This design comes from an exercise in tuning for small area, a short achievable clock period and few clock cycles per item on the open sky130 flow, not from production work. The RTL was checked by simulation tests, not by an equivalence proof against the original design. No activity file was given, so power comes from the tool's default toggle rates.

== oak ==
// running_mean_stddev
module running_mean_stddev #(
    parameter int MAX_COUNT   = 65536,
    parameter int FRAC_BITS   = 16
) (
    input  logic        aclk,
    input  logic        aresetn,
    input  logic        s_axis_tvalid,
    output logic        s_axis_tready,
    input  logic [15:0] s_axis_tdata,    
    input  logic        s_axis_tlast,
    output logic        m_axis_tvalid,
    input  logic        m_axis_tready,
    output logic [87:0] m_axis_tdata,    
    input  logic        psel,
    input  logic        penable,
    input  logic        pwrite,
    input  logic [1:0]  paddr,
    input  logic [31:0] pwdata,
    output logic [31:0] prdata,
    output logic        pready
);
Size in the first run: roughly 4800 cells after synthesis, ~670 flip-flops, ~180 I/O pins.
clock: 11.0 ns
lec_check: 0
abc_area: 1
cap_margin: 20
core_margin: 2
core_utilization: 50
setup_slack_margin: 5
slew_margin: 20
tns_end_percent: 20
run.sh (not shown) runs the stock make flow with config.mk's settings and CLKGATE_MAP_FILE= SYNTH_SCRIPT=/design/flow/synth_recipe.tcl, a recipe that flattens the netlist after the stock synthesis.
Testbench counts of oak, summed over its fixed seeds: cycles 12,376, items 320.
For pine, these inputs were changed with respect to oak:
# oak
export LEC_CHECK = 0
export ABC_AREA = 1
export CAP_MARGIN = 20
export CORE_MARGIN = 2
export CORE_UTILIZATION = 50
export SETUP_SLACK_MARGIN = 5
export SLEW_MARGIN = 20
export TNS_END_PERCENT = 20
create_clock -name core_clock -period 11.0 [get_ports {aclk}]
# pine
export LEC_CHECK = 0
export ABC_AREA = 1
export CAP_MARGIN = 20
export CORE_MARGIN = 2
export CORE_UTILIZATION = 50
export CTS_CLUSTER_SIZE = 40
export SETUP_SLACK_MARGIN = 5
export SLEW_MARGIN = 20
create_clock -name core_clock -period 11.0 [get_ports {aclk}]
Findings:
Timing, DRC, antenna: 0 failures across oak and pine
Per the comparison of pine with oak, power stayed essentially flat; via count about even; part of the cycle the worst path needs saw little to no change.
### pine -> birch
# pine
export LEC_CHECK = 0
export ABC_AREA = 1
export CAP_MARGIN = 20
export CORE_MARGIN = 2
export CORE_UTILIZATION = 50
export CTS_CLUSTER_SIZE = 40
export SETUP_SLACK_MARGIN = 5
export SLEW_MARGIN = 20
create_clock -name core_clock -period 11.0 [get_ports {aclk}]
# birch
export LEC_CHECK = 0
export ABC_AREA = 1
export CAP_MARGIN = 20
export CORE_MARGIN = 2
export CORE_UTILIZATION = 50
export SETUP_SLACK_MARGIN = 5
export SLEW_MARGIN = 20
export TNS_END_PERCENT = 0
create_clock -name core_clock -period 11.0 [get_ports {aclk}]
==> comparison <==
Between birch and pine, the area of combinational cells with multiple inputs does not differ in any meaningful way. In terms of worst voltage drop across the vdd grid, pine and birch differ only marginally. In terms of worst relative slew slack, birch and pine differ only marginally. The total design power was comparable across birch and pine. For utilization, pine and birch come out practically identical. | proportion of cell area occupied by multi-input gates | birch vs pine | ≈ equal |. Comparing final setup slack of the worst path for birch and pine, the bigger number came from birch. Routed wire length delta (pine -> birch): insignificant.
diff inputs: birch => maple
# birch
export LEC_CHECK = 0
export ABC_AREA = 1
export CAP_MARGIN = 20
export CORE_MARGIN = 2
export CORE_UTILIZATION = 50
export SETUP_SLACK_MARGIN = 5
export SLEW_MARGIN = 20
export TNS_END_PERCENT = 0
create_clock -name core_clock -period 11.0 [get_ports {aclk}]
# maple
export LEC_CHECK = 0
export ABC_AREA = 1
export CAP_MARGIN = 20
export CORE_MARGIN = 2
export CORE_UTILIZATION = 50
export PLACE_DENSITY = 0.7
export SETUP_SLACK_MARGIN = 5
export SLEW_MARGIN = 20
create_clock -name core_clock -period 11.0 [get_ports {aclk}]
==> comparison <==
Compared with birch, maple shows a lower worst supply voltage drop on vdd. [maple] weighted congestion reported at the end of routability-driven placement rose 9.4% relative to birch. Per the comparison of maple with birch, measured slew at the worst slew-check pin climbed 0.026 ns, share of final layout cell area taken by clock buffers and inverters dropped 0.39 points. birch -> maple: starting density of the core delta 0, exact match. When maple is set beside birch, its sequential share of layout area turns out to be 0.16 points larger. Total routed wirelength (higher): birch. ~same count of flip-flops and latches in birch and maple. Relative to birch, the clock buffer count in the final layout of maple is lower by about 14%.
Changes in cedar relative to maple:
# maple
export LEC_CHECK = 0
export ABC_AREA = 1
export CAP_MARGIN = 20
export CORE_MARGIN = 2
export CORE_UTILIZATION = 50
export PLACE_DENSITY = 0.7
export SETUP_SLACK_MARGIN = 5
export SLEW_MARGIN = 20
create_clock -name core_clock -period 11.0 [get_ports {aclk}]
# cedar
export LEC_CHECK = 0
export ABC_AREA = 1
export CAP_MARGIN = 20
export CORE_MARGIN = 2
export CORE_UTILIZATION = 45
export SETUP_SLACK_MARGIN = 5
export SLEW_MARGIN = 20
create_clock -name core_clock -period 11.0 [get_ports {aclk}]
==> run notes <==
- Relative to maple, final RePlAce weighted congestion has decreased by 0.051 in cedar.
- Between maple and cedar, time the worst path needs with I/O delays and setup increased.
- cedar and maple ended up with nearly the same CTS clock-pin slew for the worst setup and hold paths.
- Summary — power density over the cells, cedar relative to maple: lower, by 2.5 nW/um^2.
- As of cedar, number of clock buffers inserted by TritonCTS had risen by a few percent compared to maple.
- NOTE: clock network contribution to total cell area in cedar exceeds that of maple
- First-iteration DRC count was higher in maple than in cedar.
- Against maple, cedar reports a total routed wirelength that is higher.

## re-timing with driven ports
The results above use ideal ports. As a check the final layouts listed here were re-extracted and re-timed, cells and wires unchanged.
Step 1 (the two cells are an assumption about what drives the block):
set clk [get_ports {aclk}]
set_driving_cell -lib_cell sky130_fd_sc_hd__clkbuf_16 $clk
set_driving_cell -lib_cell sky130_fd_sc_hd__buf_2 [delete_from_list [all_inputs] $clk]
Step 2 moves the port delays by t, midway between the first and last clock arrival at a register: inputs arrive t later, outputs are due t later. That takes back most of the time a late clock gives input paths.
Three values: ideal ports, drivers, drivers and shift; two values: the first two.
run	t (ns)	setup slack, ns	worst slew at a driven data input, ns	pins driven straight from the clock port
oak	0.687	5.523 / 5.523 / 5.282	0.05	1
pine	0.690	5.515 / 5.515 / 5.290	0.05	1
birch	0.687	5.523 / 5.523 / 5.282	0.05	1
maple	0.702	5.406 / 5.406 / 5.379	0.06	1
cedar	0.701	5.397 / 5.397 / 5.397	0.07	1
After both steps every run listed still meets setup and hold.
